From an optimization exercise on the open Yosys and OpenROAD flow, aimed at small area, a short achievable clock period and few clock cycles; shortcuts taken in it are not production practice.
In this exercise RTL edits were held to simulation tests only and were not proved equivalent to the original.
Power and IR drop assume default switching activity.

File: flow/design.v
`default_nettype none
package lenet_pkg;
    typedef struct packed {
        logic               en;
        logic [6-1:0] addr;
        logic [8-1:0] data;
    } mem_wr_t;
    typedef struct packed {
        logic               en;
        logic [6-1:0] addr;
    } mem_rd_t;
    typedef struct packed {
        logic [0:3*3-1][8-1:0] weight;
        logic signed [8-1:0]             bias;
    } kernel_t;
    typedef struct packed {
        logic [0:3*3-1][8-1:0] value;
    } pool_result_t;
endpackage
`default_nettype wire
`default_nettype none
module line_buffer_mem
#(
    parameter int depth = 64
)
(
    input  wire                     clk,
    input  wire lenet_pkg::mem_wr_t wr,
    input  wire lenet_pkg::mem_rd_t rd,
    output logic [8-1:0]      rd_data
);
    logic [8-1:0] mem [depth];
    always_ff @(posedge clk)
    begin
        if (wr.en)
        begin
            mem[wr.addr] <= wr.data;
        end
    end
    always_ff @(posedge clk)
    begin
        if (rd.en)
        begin
            rd_data <= mem[rd.addr];
        end
    end
endmodule
`default_nettype wire
`default_nettype none
module conv_engine
(
    input  wire                     clk,
    input  wire                     rst,
    input  wire                     conv_start,
    input  wire lenet_pkg::kernel_t kernel,
    output lenet_pkg::mem_rd_t      img_rd,
    input  wire [8-1:0]       img_data,
    output lenet_pkg::mem_wr_t      map_wr,
    output logic                    conv_done
);
    localparam int pos_w   = $clog2(6);
    localparam int ki_w    = $clog2(3);
    localparam int tap_w   = $clog2(3 * 3);
    localparam int sat_max = 2 ** (8 - 1) - 1;
    localparam int sat_min = -(2 ** (8 - 1));
    lenet_pkg::kernel_t kernel_q;
    logic               running;
    logic [pos_w-1:0]   row;
    logic [pos_w-1:0]   col;
    logic [ki_w-1:0]    kr;
    logic [ki_w-1:0]    kc;
    logic               rd_vld;
    logic [tap_w-1:0]   tap_q;
    logic [6-1:0] out_addr_q;
    logic               wr_en;
    logic [6-1:0] wr_addr;
    logic [8-1:0] wr_data;
    logic signed [20-1:0]  acc;
    logic signed [20-1:0]  prod;
    logic signed [20-1:0]  bias_term;
    logic signed [20-1:0]  sum_next;
    logic signed [20-1:0]  shifted;
    logic signed [8-1:0] sat_val;
    always_ff @(posedge clk)
    begin
        if (rst)
        begin
            running <= 1'b0;
            row     <= '0;
            col     <= '0;
            kr      <= '0;
            kc      <= '0;
        end
        else if (!running)
        begin
            running <= conv_start;
        end
        else
        begin
            kc <= kc + 1'b1;
            if (kc == ki_w'(3 - 1))
            begin
                kc <= '0;
                kr <= kr + 1'b1;
                if (kr == ki_w'(3 - 1))
                begin
                    kr  <= '0;
                    col <= col + 1'b1;
                    if (col == pos_w'(6 - 1))
                    begin
                        col <= '0;
                        row <= row + 1'b1;
                        if (row == pos_w'(6 - 1))
                        begin
                            row     <= '0;
                            running <= 1'b0;
                        end
                    end
                end
            end
        end
    end
    always_comb
    begin
        img_rd.en   = running;
        img_rd.addr = 6'((row + kr) * 8 + col + kc);
        prod      = $signed({1'b0, img_data}) * $signed(kernel_q.weight[tap_q]);
        bias_term = kernel_q.bias <<< 4;
        sum_next  = ((tap_q == '0) ? bias_term : acc) + prod;
        shifted   = sum_next >>> 4;
        if (shifted > sat_max)
            sat_val = 8'(sat_max);
        else if (shifted < sat_min)
            sat_val = 8'(sat_min);
        else
            sat_val = shifted[8-1:0];
        map_wr.en   = wr_en;
        map_wr.addr = wr_addr;
        map_wr.data = wr_data;
    end
    always_ff @(posedge clk)
    begin
        if (rst)
        begin
            rd_vld    <= 1'b0;
            wr_en     <= 1'b0;
            conv_done <= 1'b0;
        end
        else
        begin
            rd_vld    <= running;
            wr_en     <= rd_vld && (tap_q == tap_w'(3 * 3 - 1));
            conv_done <= wr_en && (wr_addr == 6'(6 * 6 - 1));
        end
    end
    always_ff @(posedge clk)
    begin
        if (conv_start && !running)
            kernel_q <= kernel;
        tap_q      <= tap_w'(kr * 3 + kc);
        out_addr_q <= 6'(row * 6 + col);
        if (rd_vld)
            acc <= sum_next;
        wr_addr <= out_addr_q;
        wr_data <= sat_val;
    end
endmodule
`default_nettype wire
`default_nettype none
module pool_engine
(
    input  wire                      clk,
    input  wire                      rst,
    input  wire                      pool_start,
    output lenet_pkg::mem_rd_t       map_rd,
    input  wire [8-1:0]        map_data,
    output lenet_pkg::pool_result_t  result,
    output logic                     pool_done
);
    localparam int blk_w  = $clog2(3);
    localparam int slot_w = $clog2(3 * 3);
    logic              running;
    logic [blk_w-1:0]  br;
    logic [blk_w-1:0]  bc;
    logic [1:0]        quad;
    logic              rd_vld;
    logic [1:0]        quad_q;
    logic [slot_w-1:0] slot_q;
    logic signed [8-1:0] cur;
    logic signed [8-1:0] mx;
    logic signed [8-1:0] mx_next;
    always_ff @(posedge clk)
    begin
        if (rst)
        begin
            running <= 1'b0;
            br      <= '0;
            bc      <= '0;
            quad    <= '0;
        end
        else if (!running)
        begin
            running <= pool_start;
        end
        else
        begin
            quad <= quad + 1'b1;
            if (quad == 2'd3)
            begin
                bc <= bc + 1'b1;
                if (bc == blk_w'(3 - 1))
                begin
                    bc <= '0;
                    br <= br + 1'b1;
                    if (br == blk_w'(3 - 1))
                    begin
                        br      <= '0;
                        running <= 1'b0;
                    end
                end
            end
        end
    end
    always_comb
    begin
        map_rd.en   = running;
        map_rd.addr = 6'((br * 2 + quad[1]) * 6 + bc * 2 + quad[0]);
        cur         = $signed(map_data);
        mx_next     = (quad_q == 2'd0 || cur > mx) ? cur : mx;
    end
    always_ff @(posedge clk)
    begin
        if (rst)
        begin
            rd_vld    <= 1'b0;
            pool_done <= 1'b0;
            result    <= '0;
        end
        else
        begin
            rd_vld    <= running;
            pool_done <= 1'b0;
            if (rd_vld && quad_q == 2'd3)
            begin
                result.value[slot_q] <= mx_next[8-1] ? '0 : mx_next;
                pool_done <= (slot_q == slot_w'(3 * 3 - 1));
            end
        end
    end
    always_ff @(posedge clk)
    begin
        quad_q <= quad;
        slot_q <= slot_w'(br * 3 + bc);
        if (rd_vld)
            mx <= mx_next;
    end
endmodule
`default_nettype wire
`default_nettype none
module layer_sequencer
(
    input  wire  clk,
    input  wire  rst,
    input  wire  start,
    input  wire  conv_done,
    input  wire  pool_done,
    output logic conv_start,
    output logic pool_start,
    output logic busy,
    output logic finish
);
    typedef enum logic [1:0] {
        idle_st,
        conv_st,
        pool_st
    } state_t;
    state_t state;
    always_ff @(posedge clk)
    begin
        if (rst)
        begin
            state      <= idle_st;
            conv_start <= 1'b0;
            pool_start <= 1'b0;
            finish     <= 1'b0;
        end
        else
        begin
            conv_start <= 1'b0;
            pool_start <= 1'b0;
            finish     <= 1'b0;
            case (state)
                idle_st:
                begin
                    if (start)
                    begin
                        state      <= conv_st;
                        conv_start <= 1'b1;
                    end
                end
                conv_st:
                begin
                    if (conv_done)
                    begin
                        state      <= pool_st;
                        pool_start <= 1'b1;
                    end
                end
                pool_st:
                begin
                    if (pool_done)
                    begin
                        state  <= idle_st;
                        finish <= 1'b1;
                    end
                end
                default:
                begin
                    state <= idle_st;
                end
            endcase
        end
    end
    assign busy = (state != idle_st);
endmodule
`default_nettype wire
`default_nettype none
module lenet_top
(
    input  wire                     clk,
    input  wire                     rst,
    input  wire lenet_pkg::mem_wr_t img_wr,
    input  wire lenet_pkg::kernel_t kernel,
    input  wire                     start,
    output logic                    busy,
    output logic                    finish,
    output lenet_pkg::pool_result_t result
);
    lenet_pkg::mem_rd_t img_rd;
    lenet_pkg::mem_wr_t map_wr;
    lenet_pkg::mem_rd_t map_rd;
    logic [8-1:0] img_data;
    logic [8-1:0] map_data;
    logic               conv_start;
    logic               conv_done;
    logic               pool_start;
    logic               pool_done;
    layer_sequencer seq_i (
        .clk        (clk),
        .rst        (rst),
        .start      (start),
        .conv_done  (conv_done),
        .pool_done  (pool_done),
        .conv_start (conv_start),
        .pool_start (pool_start),
        .busy       (busy),
        .finish     (finish)
    );
    line_buffer_mem #(.depth(8 * 8)) image_mem (
        .clk     (clk),
        .wr      (img_wr),
        .rd      (img_rd),
        .rd_data (img_data)
    );
    conv_engine conv_i (
        .clk        (clk),
        .rst        (rst),
        .conv_start (conv_start),
        .kernel     (kernel),
        .img_rd     (img_rd),
        .img_data   (img_data),
        .map_wr     (map_wr),
        .conv_done  (conv_done)
    );
    line_buffer_mem #(.depth(6 * 6)) feature_mem (
        .clk     (clk),
        .wr      (map_wr),
        .rd      (map_rd),
        .rd_data (map_data)
    );
    pool_engine pool_i (
        .clk        (clk),
        .rst        (rst),
        .pool_start (pool_start),
        .map_rd     (map_rd),
        .map_data   (map_data),
        .result     (result),
        .pool_done  (pool_done)
    );
endmodule
`default_nettype wire
File: flow/config.mk
export PLATFORM = sky130hd
export DESIGN_NAME = lenet_top
export DESIGN_NICKNAME = lenet_top
export VERILOG_FILES = /design/flow/design.v
export SDC_FILE = /design/flow/constraint.sdc
export NUM_CORES = 4
export LEC_CHECK = 0
export CAP_MARGIN = 20
export CORE_MARGIN = 2
export CORE_UTILIZATION = 40
export SLEW_MARGIN = 20
File: flow/constraint.sdc
create_clock -name core_clock -period 10.0 [get_ports {clk}]
set_input_delay 2.0000 -clock core_clock [delete_from_list [all_inputs] [get_ports {clk}]]
set_output_delay 2.0000 -clock core_clock [all_outputs]
set_load 0.01 [all_outputs]
File: flow/run.sh
#!/bin/bash
# synth_recipe.tcl (not shown) runs the flow's synth.tcl, then flattens the netlist and writes it again
# the make line also repeats each setting of config.mk as NAME=value (left out here)
make -C /OpenROAD-flow-scripts/flow DESIGN_CONFIG=/design/flow/config.mk WORK_HOME=/design/flow/orfs CLKGATE_MAP_FILE= SYNTH_SCRIPT=/design/flow/synth_recipe.tcl finish
==> run summary <==
[critical path, stage by stage (launching register included)]
cell       delay [ns]
dfxtp_1          0.30
buf_4            0.31
inv_1            0.08
ha_1             0.81
mux4_2           0.41
mux2i_1          0.20
a2bb2oi_2        0.65
or2_2            0.25
fa_1             0.42
fa_1             0.56
inv_1            0.06
fa_1             0.50
fa_1             0.55
inv_1            0.05
fa_1             0.50
inv_1            0.04
ha_1             0.33
o211ai_1         0.13
o211ai_1         0.31
a41oi_1          0.19
xnor2_1          0.31
nand4_1          0.15
o41a_2           0.53
o21ai_1          0.15
[placed cells by master, fill, tap and decap left out, types with 40 or more instances in the layout]
cell type        instances
a211oi_1                42
a21oi_1                 85
and2_1                  40
clkbuf_16              112
clkdlybuf4s50_1        162
dfxtp_1                129
edfxtp_1               924
fa_1                    61
ha_1                    98
inv_1                  118
mux4_2                 262
nand2_1                141
nor2_1                 163
[state kept, by name, indices dropped and copies added (netlist names), 4 cells and up]
signal	cells
conv_i.acc	20
conv_i.kernel_q	80
conv_i.out_addr_q	6
conv_i.tap_q	4
conv_i.wr_addr	6
conv_i.wr_data	8
feature_mem.mem	288
feature_mem.rd_data	8
image_mem.mem	512
image_mem.rd_data	8
pool_i.mx	8
pool_i.result	72
pool_i.slot_q	4
[cell families (layout without fill, tap and decap cells)]
logic type	Yosys count	after routing	synth area share (%)
flip-flops	1054	1054	68.4
AND/OR/NAND/NOR	492	492	5.43
multiplexers	300	300	14.2
AO/OA/AOI/OAI	245	245	3.60
buffers and inverters	219	529	2.03
adder cells (fa/ha/maj)	162	162	5.61
XOR/XNOR	35	35	0.750
[power groups by stage]
stage,sequential [W],clock [W],combinational (W)
after detailed placement,0.00522,0,0.00197
after global routing,0.00513,0.00412,0.00223
after global placement,0.00522,0,0.00191
after CTS,0.00513,0.00396,0.00199
final,0.00512,0.00388,0.00196
after floorplan,0.00529,0,0.00130
[routing by layer]
metal  vias to the layer above  share of wire (%)
met2                       678                 52
met4                         2                2.3
li1                      10300                  -
met1                     12100                 41
met3                       158                5.0
met5                         -             0.0091
[cell type report]
type                            instances  area [um^2]  area share [%]
Inverter                              118          443           0.864
Sequential cell                      1054        30400            59.2
Tap cell                             1488         1860            3.63
Timing Repair Buffer                  209         1950            3.81
Clock buffer                          131         2870            5.61
Multi-Input combinational cell       1234        13200            25.8
Clock inverter                         71          547            1.07
[worst max-delay path by stage]
stage | from | endpoint | slack, ns | depth (start not counted)
detailed placement | conv_i.tap_q[0] | conv_i.wr_data[5] | 2.06 | 23
CTS | conv_i.tap_q[0] | conv_i.wr_data[6] | 2.03 | 23
global placement | conv_i.tap_q[0] | conv_i.wr_data[6] | 2.27 | 23
finish | conv_i.tap_q[0] | conv_i.wr_data[6] | 2.10 | 23
floorplan | conv_i.tap_q[0] | conv_i.wr_data[0] | 3.00 | 27
global route | conv_i.tap_q[0] | conv_i.wr_data[5] | 1.48 | 23
[metrics by stage]
step / total power [W] / hold slack [ns]
after floorplan: 0.00659 / 0.310
after global placement: 0.00713 / 0.324
after detailed placement: 0.00719 / 0.314
after CTS: 0.0111 / 0.323
after global routing: 0.0115 / 0.329
final: 0.0110 / 0.326
==> flow_summary.json <==
{
  "status": "timing/DRC/antenna clean",
  "yosysTopAreaCell": "edfxtp_1",
  "tritoncts": "done",
  "period_share_pct": 79.0,
  "grt-ovfl-total": 0,
  "p_comb_share_pct": 17.9,
  "grtUsageMet2_pct": 30.8,
  "hold_end": "conv_i.wr_addr[3]",
  "setup_viol_count_final": 0,
  "syn_inst": 2507,
  "start_kind": "flip-flop",
  "insertion_delay_ns": 0.68,
  "hold_viol": 0,
  "cts.sink_count": 1054,
  "grtUsageTotal_pct": 17.7,
  "drtIter0Drc": 1839,
  "power_density_nw_per_um2": 214,
  "fp.dieH_um": 337,
  "finClkSkew_ns": 0.0287,
  "syn_nets": 2767,
  "start_util_pct": 40.2,
  "ys_seq_area_share_pct": 68.4,
  "clkTransAtPathRegs_ns": 0.06,
  "htree_num_levels": 3,
  "p_clk_share_pct": 35.4,
  "final_core_utilization_pct": 46.5,
  "rrSetupSlack_ns": 2.10,
  "endpoint_kind": "flip-flop",
  "cp.arrival_ns": 8.51,
  "p_leak_nw": 16.7,
  "p_sw_w": 0.00290,
  "rsz0062_at_grt": "false",
  "ir_drop_mv": 0.207,
  "gp_congestion": 0.843,
  "nFillCells": 9257,
  "dp.cells": 4103,
  "p_sw_share_pct": 26.5,
  "core_um2": 110000,
  "drtPass1Iterations": 7,
  "antennaDiodeCount": 0,
  "place_ws_ns": 2.06,
  "synth_area_leaders": "edfxtp_1 62%, mux4_2 13%, dfxtp_1 5.9%, ha_1 2.8%, fa_1 2.8%",
  "grt_antenna_before_repair": 1,
  "drv_cap": 0,
  "synthArstFlopShare_pct": 0,
  "dr_total_vias": 23200,
  "fp.dieW_um": 337,
  "clock.fmax_mhz": 127,
  "layout.nets": 2985,
  "grt_pass1_vias": 24300,
  "fin_ws_ns": 2.10,
  "clk_path_buf_depth": 3,
  "synth_seq_cells": 1054,
  "cts_made_buffers": 108,
  "port_buffers": 171,
  "post_dp_cell_area_um2": 47800,
  "grt_max_degree": 88,
  "dieArea_um2": 114000,
  "yosys_warnings": 5,
  "yosysTopAreaCellShare_pct": 62.5,
  "setup_tns_ns": 0,
  "wl_mm": 99.3,
  "grt_pass1_wl_mm": 152,
  "gr-usage-met1_pct": 23.0,
  "maxSlewHeadroom_pct": 26.1,
  "worstPathMaxFanout": 19,
  "syn_area_um2": 44400,
  "gr-max-usage-layer": "met2",
  "postCtsSetupBuffers": 0,
  "ys.flop_type": "edfxtp_1",
  "avgSynthCellArea_um2": 17.7,
  "cts_root_buf": "clkbuf_16",
  "drive_above_1_share_pct": 18.2,
  "worstHoldPathType": "flip-flop to flip-flop",
  "viasPerCell": 5.38,
  "r2r.worst_path.cells": 23,
  "synth.most_common_cell": "edfxtp_1",
  "drc": 0,
  "cts_resized": 0,
  "whs_path_depth": 0,
  "cts_hold_repair.buffers": 0,
  "wire_per_inst_um": 23.1,
  "drv_slew": 0,
  "synth_commonest_cells": "924 x edfxtp_1, 262 x mux4_2, 164 x nor2_1",
  "crit_type": "flip-flop to flip-flop",
  "design_area_um2": 51300,
  "io_pins": 172,
  "worst_slew_pin_slew_ns": 1.11,
  "p_seq_share_pct": 46.8,
  "synth.distinct_cells": 70,
  "area_growth_pct": 15.5,
  "regToRegEndpoint": "conv_i.wr_data[6]",
  "fin_crit_ns": 7.90,
  "internal_power_w": 0.00805,
  "r2r_start": "conv_i.tap_q[0]",
  "hpwl_mm": 64.2,
  "hold_start": "conv_i.out_addr_q[3]",
  "drtAntennaViolNets": 0,
  "grt_util_met3_pct": 2.67,
  "synth_edf_count": 924,
  "fin_cells": 4305,
  "required_ns": 10.60,
  "fp-row-count": 122
}
Testbench counts, summed over its fixed seeds: cycles 109,056.

## separate check: timing with driven ports
In the flow no input, the clock included, has a driving cell. The finished layout below was timed again as built, in two steps.
Step 1 sets driving cells, clkbuf_16 on the clock port and buf_2 on the other inputs (assumed; they add their load-dependent delay and slew).
Step 2 moves the port delays by t, midway between the first and last clock arrival at a register: inputs arrive t later, outputs are due t later. That takes back most of the time a late clock gives input paths.
a / b / c = ideal ports / drivers / drivers and shift; a / b = the first two.
t (ns): 0.731
setup slack, ns: 2.097 / 2.097 / 2.097
clock arrival spread, ns: 0.032 / 0.032
cell pins on the clock port's net: 1
After both steps this run still meets setup and hold. The setup slack of this run moves by 0.000 ns with the drivers and by 0.000 ns with both steps.
